This is an optimization exercise on Yosys and OpenROAD, whose aim is small area, a short achievable clock period and few clock cycles, not a production implementation. At most, simulation tests tie the RTL to the original design; equivalence was not proved. Power figures rest on the tool's default switching activity, not on a simulated workload.

==> v2 <==
## rtc_fields_to_epoch_seconds_unit
module rtc_fields_to_epoch_seconds_unit (
  input  logic      clk,
  input  logic      rst,
  input  logic      start,
  output logic      busy,
  input  rfes_pkg::rfes_in_t  fields,
  output logic      done,
  output rfes_pkg::rfes_out_t result,
  input  logic      cfg_write,
  input  logic      cfg_index,
  input  logic      cfg_data
);
==> flow/config.mk <==
export PLATFORM = sky130hd
export DESIGN_NAME = rtc_fields_to_epoch_seconds_unit
export DESIGN_NICKNAME = rtc_fields_to_epoch_seconds_unit
export VERILOG_FILES = /design/flow/design.v
export SDC_FILE = /design/flow/constraint.sdc
export NUM_CORES = 4
export LEC_CHECK = 0
export CAP_MARGIN = 20
export CORE_MARGIN = 2
export CORE_UTILIZATION = 40
export CTS_BUF_LIST = sky130_fd_sc_hd__clkbuf_8
export SETUP_SLACK_MARGIN = 4.7
export SLEW_MARGIN = 20
==> flow/constraint.sdc <==
create_clock -name core_clock -period 8.0 [get_ports {clk}]
set_input_delay 1.6000 -clock core_clock [delete_from_list [all_inputs] [get_ports {clk}]]
set_output_delay 1.6000 -clock core_clock [all_outputs]
set_load 0.01 [all_outputs]
standard.sh (not shown) runs the stock make flow with config.mk's settings and CLKGATE_MAP_FILE= SYNTH_SCRIPT=/design/flow/synth_recipe.tcl, a recipe that flattens the netlist after the stock synthesis.
==> flow/flow/run.sh <==
#!/bin/bash
# Standard layout, with the port buffers made of the smallest buffer cell and
# Yosys's generic fine-grained ABC pass skipped, so that the adders written as
# gates reach full-adder extraction as written.
set -euo pipefail
bash standard.sh SYNTH_ARGS=-noabc BUFFER_PORTS_ARGS="-buffer_cell sky130_fd_sc_hd__buf_1" finish > standard_flow.log 2>&1
==> inputs of v34, as changes to v2 <==
==> flow/config.mk (replaced) <==
export PLATFORM = sky130hd
export DESIGN_NAME = rtc_fields_to_epoch_seconds_unit
export DESIGN_NICKNAME = rtc_fields_to_epoch_seconds_unit
export VERILOG_FILES = /design/flow/design.v
export SDC_FILE = /design/flow/constraint.sdc
export NUM_CORES = 4
export LEC_CHECK = 0
export CAP_MARGIN = 20
export CORE_MARGIN = 2
export CORE_UTILIZATION = 35
export CTS_BUF_LIST = sky130_fd_sc_hd__clkbuf_8
export SETUP_SLACK_MARGIN = 5.0
export SLEW_MARGIN = 20
==> inputs of v11, as changes to v2 <==
--- a/flow/design.v
+++ b/flow/design.v
@@ -653,72 +653,61 @@
     err_day = (fields.raw_monthday == 8'd0) || rfes_pkg::day_gt(fields.raw_monthday, bcd_mode, ml);
     err_all = err_sec || err_min || err_hr || err_day || err_mon || err_yr;
     if (bcd_mode) begin
       fields_r = {fields.raw_year[1] ^ fields.raw_year[4], fields.raw_year[0]};
     end else begin
       fields_r = fields.raw_year[1:0];
     end
   end
-  logic [3:0]  mona;
-  logic [2:0]  monb;
-  assign mona[0] = (mon4 == 4'd1) || (mon4 == 4'd5) || (mon4 == 4'd9);
-  assign mona[1] = (mon4 == 4'd2) || (mon4 == 4'd6) || (mon4 == 4'd10);
-  assign mona[2] = (mon4 == 4'd3) || (mon4 == 4'd7) || (mon4 == 4'd11);
-  assign mona[3] = (mon4 == 4'd4) || (mon4 == 4'd8) || (mon4 == 4'd12);
-  assign monb[0] = (mon4 == 4'd1) || (mon4 == 4'd2) || (mon4 == 4'd3) || (mon4 == 4'd4);
-  assign monb[1] = (mon4 == 4'd5) || (mon4 == 4'd6) || (mon4 == 4'd7) || (mon4 == 4'd8);
-  assign monb[2] = (mon4 == 4'd9) || (mon4 == 4'd10) || (mon4 == 4'd11) || (mon4 == 4'd12);
+  logic [12:1] mon_oh;
+  assign mon_oh[1] = (mon4 == 4'd1);
+  assign mon_oh[2] = (mon4 == 4'd2);
+  assign mon_oh[3] = (mon4 == 4'd3);
+  assign mon_oh[4] = (mon4 == 4'd4);
+  assign mon_oh[5] = (mon4 == 4'd5);
+  assign mon_oh[6] = (mon4 == 4'd6);
+  assign mon_oh[7] = (mon4 == 4'd7);
+  assign mon_oh[8] = (mon4 == 4'd8);
+  assign mon_oh[9] = (mon4 == 4'd9);
+  assign mon_oh[10] = (mon4 == 4'd10);
+  assign mon_oh[11] = (mon4 == 4'd11);
+  assign mon_oh[12] = (mon4 == 4'd12);
   logic        v_q;
   logic [5:0]  errs_q;
   logic        err_q;
   logic [4:0]  q_q;
   logic [1:0]  r_q;
-  logic [3:0]  mona_q;   
-  logic [2:0]  monb_q;   
+  logic [12:1] mon_q;    
   logic [4:0]  day_q;
   logic [4:0]  hr_q;
   logic [5:0]  min_q;
   logic [5:0]  sec_q;
   logic        leap_q;
   always_ff @(posedge clk) begin
     if (rst) begin
       v_q <= 1'b0;
     end else begin
       v_q <= start;
     end
   end
   always_ff @(posedge clk) begin
     errs_q <= {err_sec, err_min, err_hr, err_day, err_mon, err_yr};
     q_q   <= yr7[6:2];
     r_q   <= fields_r;
-    mona_q <= mona;
-    monb_q <= monb;
+    mon_q <= mon_oh;
     day_q <= day5;
     hr_q  <= hr5;
     min_q <= min6;
     sec_q <= sec6;
     leap_q <= leap;
   end
   assign err_q = |errs_q;
   logic [31:0] epoch;
   logic [31:0] tab;
-  logic [12:1] mon_q;
-  assign mon_q[1] = mona_q[0] & monb_q[0];
-  assign mon_q[2] = mona_q[1] & monb_q[0];
-  assign mon_q[3] = mona_q[2] & monb_q[0];
-  assign mon_q[4] = mona_q[3] & monb_q[0];
-  assign mon_q[5] = mona_q[0] & monb_q[1];
-  assign mon_q[6] = mona_q[1] & monb_q[1];
-  assign mon_q[7] = mona_q[2] & monb_q[1];
-  assign mon_q[8] = mona_q[3] & monb_q[1];
-  assign mon_q[9] = mona_q[0] & monb_q[2];
-  assign mon_q[10] = mona_q[1] & monb_q[2];
-  assign mon_q[11] = mona_q[2] & monb_q[2];
-  assign mon_q[12] = mona_q[3] & monb_q[2];
   assign tab[0] = 1'b0;
   assign tab[1] = 1'b0;
   assign tab[2] = 1'b0;
   assign tab[3] = 1'b0;
   assign tab[4] = 1'b0;
   assign tab[5] = 1'b0;
   assign tab[6] = 1'b0;
   assign tab[7] = (mon_q[1] & ~leap_q) | (mon_q[2] & leap_q) | mon_q[4] | mon_q[5] | mon_q[8] | mon_q[11] | mon_q[12];
--- a/flow/config.mk
+++ b/flow/config.mk
@@ -4,10 +4,10 @@
 export VERILOG_FILES = /design/flow/design.v
 export SDC_FILE = /design/flow/constraint.sdc
 export NUM_CORES = 4
 export LEC_CHECK = 0
 export CAP_MARGIN = 20
 export CORE_MARGIN = 2
 export CORE_UTILIZATION = 40
 export CTS_BUF_LIST = sky130_fd_sc_hd__clkbuf_8
-export SETUP_SLACK_MARGIN = 4.7
+export SETUP_SLACK_MARGIN = 5.0
 export SLEW_MARGIN = 20
==> notes <==
Clock skew, lowest first: v2, v11, v34.
The highest clock power belongs to v11, the lowest to v34.
Between v34 and v2, the lower global-route usage is in v34 (gap 1.6 points).
In combinational power, v11 and v34 hardly differ.
In sequential power, v2 and v11 hardly differ.
The lowest maximum frequency belongs to v2, the highest to v11.
The lowest sequential share of layout area belongs to v34, the highest to v11.
The highest setup slack belongs to v11, the lowest to v2.
Of v2 and v34, v34 has the higher die area (gap about 12%, measured against v34).
Between v11 and v2, the lower final area is in v2 (gap 1.2%, measured against v2).
==> figures <==
quantity                                                                                 v34                     v2                       v11
Run status                                                          timing/DRC/antenna clean  timing/DRC/antenna clean  timing/DRC/antenna clean
Post-DP Area                                                                       7945 um^2              7885 um^2                 7970 um^2
Final design utilization                                                              39.99%                 46.14%                    46.53%
Post-synth design cell area                                                        7380 um^2              7380 um^2                 7445 um^2
Sequential share of the synthesized area                                              36.62%                 36.62%                    37.65%
Most numerous cell on the critical path                                sky130_fd_sc_hd__fa_1  sky130_fd_sc_hd__fa_1  sky130_fd_sc_hd__xnor2_1
Placeable Area                                                                   20,890 um^2            18,020 um^2               18,090 um^2
Design area                                                                        8353 um^2              8317 um^2                 8416 um^2
Crit path to                                                                        cs0_q_15               cs0_q_15                  day_q[4]
Met2 Routed Length                                                                   6324 um                6172 um                   6014 um
Total net switching power                                                         0.001050 W             0.001020 W                0.001054 W
Register share of total power                                                          36.3%                  36.2%                     36.0%
Worst-case headroom to the max-slew limit                                             58.05%                 59.50%                    56.79%
Compound-cell area share of the yosys netlist                                         13.90%                 13.90%                    11.83%
Nature of the critical path startpoint                                             flip-flop              flip-flop                 input pin
Launch point of the worst path                                                     monb_q[2]              monb_q[2]                fields[20]
Instance count after placement with tap cells included                                 1,054                  1,008                     1,002
Number of iterations in the first detailed-routing pass                                    5                      4                         4
Met2 capacity usage during global routing                                             20.25%                 22.88%                    22.60%
Weighted congestion at the end of routability-driven global placement                 0.8574                 0.8622                    0.8895
Seq area share                                                                        32.35%                 32.50%                    33.30%
Setup slack of the worst register-to-register path                                   5.19 ns                5.07 ns                   5.25 ns
Testbench counts of v2, summed over its fixed seeds: cycles 2,144.
Testbench counts of v34, summed over its fixed seeds: cycles 2,144.
Function not checked in v11: the RTL went through the layout flow alone.

========
==> inputs of tundra <==
Another version of the RTL of rtc_fields_to_epoch_seconds_unit (not shown whole).
==> flow/config.mk <==
export PLATFORM = sky130hd
export DESIGN_NAME = rtc_fields_to_epoch_seconds_unit
export DESIGN_NICKNAME = rtc_fields_to_epoch_seconds_unit
export VERILOG_FILES = /design/flow/design.v
export SDC_FILE = /design/flow/constraint.sdc
export NUM_CORES = 4
export LEC_CHECK = 0
export CAP_MARGIN = 20
export CORE_MARGIN = 2
export CORE_UTILIZATION = 40
export SETUP_SLACK_MARGIN = 3.5
export SLEW_MARGIN = 20
==> flow/constraint.sdc <==
create_clock -name core_clock -period 8.0 [get_ports {clk}]
set_input_delay 1.6000 -clock core_clock [delete_from_list [all_inputs] [get_ports {clk}]]
set_output_delay 1.6000 -clock core_clock [all_outputs]
set_load 0.01 [all_outputs]
Scripts as last shown in full above: flow/flow/run.sh
==> inputs of maple, as changes to tundra <==
--- a/flow/design.v
+++ b/flow/design.v
@@ -820,144 +820,144 @@
   assign t179 = q_q[3] ^ day_q[4] ^ day_q[2];
   assign t180 = (q_q[3] & day_q[4]) | (day_q[2] & (q_q[3] ^ day_q[4]));
   assign t181 = q_q[4] ^ ~q_q[0];
   assign t182 = q_q[4] & ~q_q[0];
   assign t183 = hr_q[3] ^ ~min_q[5] ^ min_q[1];
   assign t184 = (hr_q[3] & ~min_q[5]) | (min_q[1] & (hr_q[3] ^ ~min_q[5]));
   assign t185 = hr_q[4] ^ min_q[2] ^ ~r_q[1];
   assign t186 = (hr_q[4] & min_q[2]) | (~r_q[1] & (hr_q[4] ^ min_q[2]));
-  assign t187 = t162 ^ t163;
-  assign t188 = t162 & t163;
+  assign t187 = tab[8] ^ t162;
+  assign t188 = tab[8] & t162;
   assign t189 = day_q[1] ^ ~hr_q[0] ^ min_q[3];
   assign t190 = (day_q[1] & ~hr_q[0]) | (min_q[3] & (day_q[1] ^ ~hr_q[0]));
-  assign t191 = t165 ^ t164 ^ tab[9];
-  assign t192 = (t165 & t164) | (tab[9] & (t165 ^ t164));
+  assign t191 = tab[9] ^ t165 ^ t164;
+  assign t192 = (tab[9] & t165) | (t164 & (tab[9] ^ t165));
   assign t193 = ~hr_q[1] ^ min_q[4] ^ r_q[0];
   assign t194 = (~hr_q[1] & min_q[4]) | (r_q[0] & (~hr_q[1] ^ min_q[4]));
-  assign t195 = t166 ^ t167 ^ tab[10];
-  assign t196 = (t166 & t167) | (tab[10] & (t166 ^ t167));
+  assign t195 = tab[10] ^ t166 ^ t167;
+  assign t196 = (tab[10] & t166) | (t167 & (tab[10] ^ t166));
   assign t197 = ~hr_q[2] ^ min_q[5] ^ r_q[1];
   assign t198 = (~hr_q[2] & min_q[5]) | (r_q[1] & (~hr_q[2] ^ min_q[5]));
-  assign t199 = t169 ^ t168 ^ tab[11];
-  assign t200 = (t169 & t168) | (tab[11] & (t169 ^ t168));
+  assign t199 = tab[11] ^ t169 ^ t168;
+  assign t200 = (tab[11] & t169) | (t168 & (tab[11] ^ t169));
   assign t201 = ~hr_q[3] ^ hr_q[0] ^ ~r_q[0];
   assign t202 = (~hr_q[3] & hr_q[0]) | (~r_q[0] & (~hr_q[3] ^ hr_q[0]));
-  assign t203 = t171 ^ t170 ^ tab[12];
-  assign t204 = (t171 & t170) | (tab[12] & (t171 ^ t170));
+  assign t203 = tab[12] ^ t171 ^ t170;
+  assign t204 = (tab[12] & t171) | (t170 & (tab[12] ^ t171));
   assign t205 = ~hr_q[4] ^ hr_q[1] ^ ~r_q[1];
   assign t206 = (~hr_q[4] & hr_q[1]) | (~r_q[1] & (~hr_q[4] ^ hr_q[1]));
-  assign t207 = t173 ^ t172 ^ tab[13];
-  assign t208 = (t173 & t172) | (tab[13] & (t173 ^ t172));
+  assign t207 = tab[13] ^ t173 ^ t172;
+  assign t208 = (tab[13] & t173) | (t172 & (tab[13] ^ t173));
   assign t209 = day_q[0] ^ hr_q[2] ^ r_q[0];
   assign t210 = (day_q[0] & hr_q[2]) | (r_q[0] & (day_q[0] ^ hr_q[2]));
-  assign t211 = t175 ^ t174 ^ tab[14];
-  assign t212 = (t175 & t174) | (tab[14] & (t175 ^ t174));
+  assign t211 = tab[14] ^ t175 ^ t174;
+  assign t212 = (tab[14] & t175) | (t174 & (tab[14] ^ t175));
   assign t213 = day_q[1] ^ hr_q[3] ^ r_q[1];
   assign t214 = (day_q[1] & hr_q[3]) | (r_q[1] & (day_q[1] ^ hr_q[3]));
-  assign t215 = t177 ^ t176 ^ tab[15];
-  assign t216 = (t177 & t176) | (tab[15] & (t177 ^ t176));
+  assign t215 = tab[15] ^ t177 ^ t176;
+  assign t216 = (tab[15] & t177) | (t176 & (tab[15] ^ t177));
   assign t217 = day_q[0] ^ hr_q[4] ^ r_q[0];
   assign t218 = (day_q[0] & hr_q[4]) | (r_q[0] & (day_q[0] ^ hr_q[4]));
-  assign t219 = t178 ^ t179 ^ tab[16];
-  assign t220 = (t178 & t179) | (tab[16] & (t178 ^ t179));
+  assign t219 = tab[16] ^ t178 ^ t179;
+  assign t220 = (tab[16] & t178) | (t179 & (tab[16] ^ t178));
   assign t221 = day_q[3] ^ day_q[1] ^ r_q[1];
   assign t222 = (day_q[3] & day_q[1]) | (r_q[1] & (day_q[3] ^ day_q[1]));
-  assign t223 = t181 ^ t180 ^ tab[17];
-  assign t224 = (t181 & t180) | (tab[17] & (t181 ^ t180));
+  assign t223 = tab[17] ^ t181 ^ t180;
+  assign t224 = (tab[17] & t181) | (t180 & (tab[17] ^ t181));
   assign t225 = ~q_q[1] ^ day_q[4] ^ day_q[2];
   assign t226 = (~q_q[1] & day_q[4]) | (day_q[2] & (~q_q[1] ^ day_q[4]));
   assign t227 = 1'b1 ^ t182;
   assign t228 = 1'b1 & t182;
   assign t229 = ~q_q[2] ^ q_q[0] ^ day_q[3];
   assign t230 = (~q_q[2] & q_q[0]) | (day_q[3] & (~q_q[2] ^ q_q[0]));
   assign t231 = ~q_q[3] ^ q_q[1];
   assign t232 = ~q_q[3] & q_q[1];
   assign t233 = ~q_q[4] ^ q_q[2];
   assign t234 = ~q_q[4] & q_q[2];
-  assign t235 = ~r_q[0] ^ t161;
-  assign t236 = ~r_q[0] & t161;
-  assign t237 = t185 ^ t184 ^ t187;
-  assign t238 = (t185 & t184) | (t187 & (t185 ^ t184));
+  assign t235 = ~r_q[0] ^ tab[7];
+  assign t236 = ~r_q[0] & tab[7];
+  assign t237 = t163 ^ t185 ^ t184;
+  assign t238 = (t163 & t185) | (t184 & (t163 ^ t185));
   assign t239 = t189 ^ t186 ^ t188;
   assign t240 = (t189 & t186) | (t188 & (t189 ^ t186));
   assign t241 = t193 ^ t190 ^ t195;
   assign t242 = (t193 & t190) | (t195 & (t193 ^ t190));
   assign t243 = t197 ^ t194 ^ t199;
   assign t244 = (t197 & t194) | (t199 & (t197 ^ t194));
   assign t245 = t201 ^ t198 ^ t203;
   assign t246 = (t201 & t198) | (t203 & (t201 ^ t198));
   assign t247 = t205 ^ t202 ^ t207;
   assign t248 = (t205 & t202) | (t207 & (t205 ^ t202));
   assign t249 = t209 ^ t206 ^ t211;
   assign t250 = (t209 & t206) | (t211 & (t209 ^ t206));
   assign t251 = t213 ^ t210 ^ t215;
   assign t252 = (t213 & t210) | (t215 & (t213 ^ t210));
-  assign t253 = t217 ^ t214 ^ t219;
-  assign t254 = (t217 & t214) | (t219 & (t217 ^ t214));
+  assign t253 = t217 ^ t214 ^ t216;
+  assign t254 = (t217 & t214) | (t216 & (t217 ^ t214));
   assign t255 = t221 ^ t218 ^ t223;
   assign t256 = (t221 & t218) | (t223 & (t221 ^ t218));
   assign t257 = t225 ^ t222 ^ t227;
   assign t258 = (t225 & t222) | (t227 & (t225 ^ t222));
-  assign t259 = t229 ^ t226 ^ t228;
-  assign t260 = (t229 & t226) | (t228 & (t229 ^ t226));
-  assign t261 = day_q[4] ^ t231 ^ t230;
-  assign t262 = (day_q[4] & t231) | (t230 & (day_q[4] ^ t231));
-  assign t263 = ~r_q[0] ^ t233 ^ t232;
-  assign t264 = (~r_q[0] & t233) | (t232 & (~r_q[0] ^ t233));
-  assign t265 = q_q[3] ^ ~r_q[1] ^ t234;
-  assign t266 = (q_q[3] & ~r_q[1]) | (t234 & (q_q[3] ^ ~r_q[1]));
+  assign t259 = tab[19] ^ t229 ^ t226;
+  assign t260 = (tab[19] & t229) | (t226 & (tab[19] ^ t229));
+  assign t261 = day_q[4] ^ tab[20] ^ t231;
+  assign t262 = (day_q[4] & tab[20]) | (t231 & (day_q[4] ^ tab[20]));
+  assign t263 = ~r_q[0] ^ tab[21] ^ t233;
+  assign t264 = (~r_q[0] & tab[21]) | (t233 & (~r_q[0] ^ tab[21]));
+  assign t265 = q_q[3] ^ ~r_q[1] ^ tab[22];
+  assign t266 = (q_q[3] & ~r_q[1]) | (tab[22] & (q_q[3] ^ ~r_q[1]));
   assign t267 = q_q[4] ^ ~q_q[0];
   assign t268 = q_q[4] & ~q_q[0];
   assign t269 = ~min_q[0] ^ sec_q[2];
   assign t270 = ~min_q[0] & sec_q[2];
   assign t271 = ~min_q[1] ^ sec_q[3];
   assign t272 = ~min_q[1] & sec_q[3];
   assign t273 = hr_q[0] ^ ~min_q[2] ^ sec_q[4];
   assign t274 = (hr_q[0] & ~min_q[2]) | (sec_q[4] & (hr_q[0] ^ ~min_q[2]));
   assign t275 = hr_q[1] ^ ~min_q[3] ^ sec_q[5];
   assign t276 = (hr_q[1] & ~min_q[3]) | (sec_q[5] & (hr_q[1] ^ ~min_q[3]));
   assign t277 = hr_q[2] ^ ~min_q[4] ^ min_q[0];
   assign t278 = (hr_q[2] & ~min_q[4]) | (min_q[0] & (hr_q[2] ^ ~min_q[4]));
-  assign t279 = t183 ^ t235 ^ tab[7];
-  assign t280 = (t183 & t235) | (tab[7] & (t183 ^ t235));
-  assign t281 = t236 ^ tab[8] ^ t237;
-  assign t282 = (t236 & tab[8]) | (t237 & (t236 ^ tab[8]));
-  assign t283 = t239 ^ t238 ^ t191;
-  assign t284 = (t239 & t238) | (t191 & (t239 ^ t238));
-  assign t285 = t240 ^ t192 ^ t241;
-  assign t286 = (t240 & t192) | (t241 & (t240 ^ t192));
+  assign t279 = t161 ^ t235 ^ t183;
+  assign t280 = (t161 & t235) | (t183 & (t161 ^ t235));
+  assign t281 = t236 ^ t187 ^ t237;
+  assign t282 = (t236 & t187) | (t237 & (t236 ^ t187));
+  assign t283 = t191 ^ t238 ^ t239;
+  assign t284 = (t191 & t238) | (t239 & (t191 ^ t238));
+  assign t285 = t192 ^ t240 ^ t241;
+  assign t286 = (t192 & t240) | (t241 & (t192 ^ t240));
   assign t287 = t196 ^ t243 ^ t242;
   assign t288 = (t196 & t243) | (t242 & (t196 ^ t243));
   assign t289 = t200 ^ t245 ^ t244;
   assign t290 = (t200 & t245) | (t244 & (t200 ^ t245));
   assign t291 = t204 ^ t247 ^ t246;
   assign t292 = (t204 & t247) | (t246 & (t204 ^ t247));
   assign t293 = t208 ^ t249 ^ t248;
   assign t294 = (t208 & t249) | (t248 & (t208 ^ t249));
   assign t295 = t212 ^ t251 ^ t250;
   assign t296 = (t212 & t251) | (t250 & (t212 ^ t251));
-  assign t297 = t216 ^ t253 ^ t252;
-  assign t298 = (t216 & t253) | (t252 & (t216 ^ t253));
-  assign t299 = t220 ^ t255 ^ t254;
-  assign t300 = (t220 & t255) | (t254 & (t220 ^ t255));
-  assign t301 = t257 ^ t224 ^ t256;
-  assign t302 = (t257 & t224) | (t256 & (t257 ^ t224));
-  assign t303 = tab[19] ^ t259 ^ t258;
-  assign t304 = (tab[19] & t259) | (t258 & (tab[19] ^ t259));
-  assign t305 = tab[20] ^ t261 ^ t260;
-  assign t306 = (tab[20] & t261) | (t260 & (tab[20] ^ t261));
-  assign t307 = t263 ^ tab[21] ^ t262;
-  assign t308 = (t263 & tab[21]) | (t262 & (t263 ^ tab[21]));
-  assign t309 = t265 ^ t264 ^ tab[22];
-  assign t310 = (t265 & t264) | (tab[22] & (t265 ^ t264));
-  assign t311 = t267 ^ t266 ^ tab[23];
-  assign t312 = (t267 & t266) | (tab[23] & (t267 ^ t266));
-  assign t313 = ~q_q[1] ^ t268 ^ tab[24];
-  assign t314 = (~q_q[1] & t268) | (tab[24] & (~q_q[1] ^ t268));
+  assign t297 = t219 ^ t253 ^ t252;
+  assign t298 = (t219 & t253) | (t252 & (t219 ^ t253));
+  assign t299 = t220 ^ t254 ^ t255;
+  assign t300 = (t220 & t254) | (t255 & (t220 ^ t254));
+  assign t301 = t224 ^ t257 ^ t256;
+  assign t302 = (t224 & t257) | (t256 & (t224 ^ t257));
+  assign t303 = t228 ^ t259 ^ t258;
+  assign t304 = (t228 & t259) | (t258 & (t228 ^ t259));
+  assign t305 = t230 ^ t261 ^ t260;
+  assign t306 = (t230 & t261) | (t260 & (t230 ^ t261));
+  assign t307 = t232 ^ t263 ^ t262;
+  assign t308 = (t232 & t263) | (t262 & (t232 ^ t263));
+  assign t309 = t234 ^ t265 ^ t264;
+  assign t310 = (t234 & t265) | (t264 & (t234 ^ t265));
+  assign t311 = tab[23] ^ t267 ^ t266;
+  assign t312 = (tab[23] & t267) | (t266 & (tab[23] ^ t267));
+  assign t313 = ~q_q[1] ^ tab[24] ^ t268;
+  assign t314 = (~q_q[1] & tab[24]) | (t268 & (~q_q[1] ^ tab[24]));
   assign t315 = ~q_q[2] ^ r_q[0] ^ tab[25];
   assign t316 = (~q_q[2] & r_q[0]) | (tab[25] & (~q_q[2] ^ r_q[0]));
   assign t317 = ~q_q[3] ^ r_q[1];
   assign t318 = ~q_q[3] & r_q[1];
   assign t319 = ~q_q[4] ^ q_q[0] ^ 1'b1;
   assign t320 = (~q_q[4] & q_q[0]) | (1'b1 & (~q_q[4] ^ q_q[0]));
   logic        v2_q;
   logic        err2_q;
- SETUP_SLACK_MARGIN: 3.5 -> 4.5
==> flow_summary.ini <==
[timing]
hold_ws_ns = 0.330

[outcome]
status = complete, no violations

[critical_path]
cpMaxStageDelayCell = a311o_2

[grt]
track_usage_pct = 15.7

[clock_tree]
ctsResizeCount = 12

[yosys]
synthMuxAreaShare_pct = 0.489
-- figures above: tundra

==> flow_summary.ini <==
[clock_tree]
ctsResizeCount = 38

[grt]
track_usage_pct = 16.0

[pwr]
power_mw = 3.40

[critical_path]
required_ns = 6.40
cpMaxStageDelayCell = fa_2

[outcome]
status = complete, no violations

[yosys]
synthMuxAreaShare_pct = 0.648
-- figures above: maple

Function was not checked in any run of this note: the RTL went through the layout flow alone.

-- port drivers added, routing unchanged --
The results above use ideal ports. As a check the final layouts listed here were re-extracted and re-timed, cells and wires unchanged. Step 1 sets driving cells, clkbuf_16 on the clock port and buf_2 on the other inputs (assumed; they add their load-dependent delay and slew). Step 2, shift: input delay + t, output delay - t, t = (earliest + latest rising clock arrival at the registers) / 2. This alone moves slack from input paths to output paths. Three values: ideal, step 1, step 2; two values: the first two.
run | t (ns) | setup slack, ns | worst setup path at the end | worst data-port slew with drivers (ns) | pins driven straight from the clock port
v2 | 0.468 | 5.074 / 5.074 / 4.710 | input to register | 0.05 | 1
v34 | 0.480 | 5.185 / 5.185 / 4.738 | input to register | 0.06 | 1
v11 | 0.479 | 5.191 / 5.207 / 4.728 | input to register | 0.04 | 1
tundra | 0.383 | 3.454 / 3.416 / 3.799 | register to output | 0.05 | 1
maple | 0.382 | 3.850 / 3.814 / 4.195 | register to output | 0.03 | 1
After both steps setup and hold are still met in every run listed. For v11, which loses most, drivers alone change the setup slack by +0.016 ns; drivers and shift together by -0.463 ns.
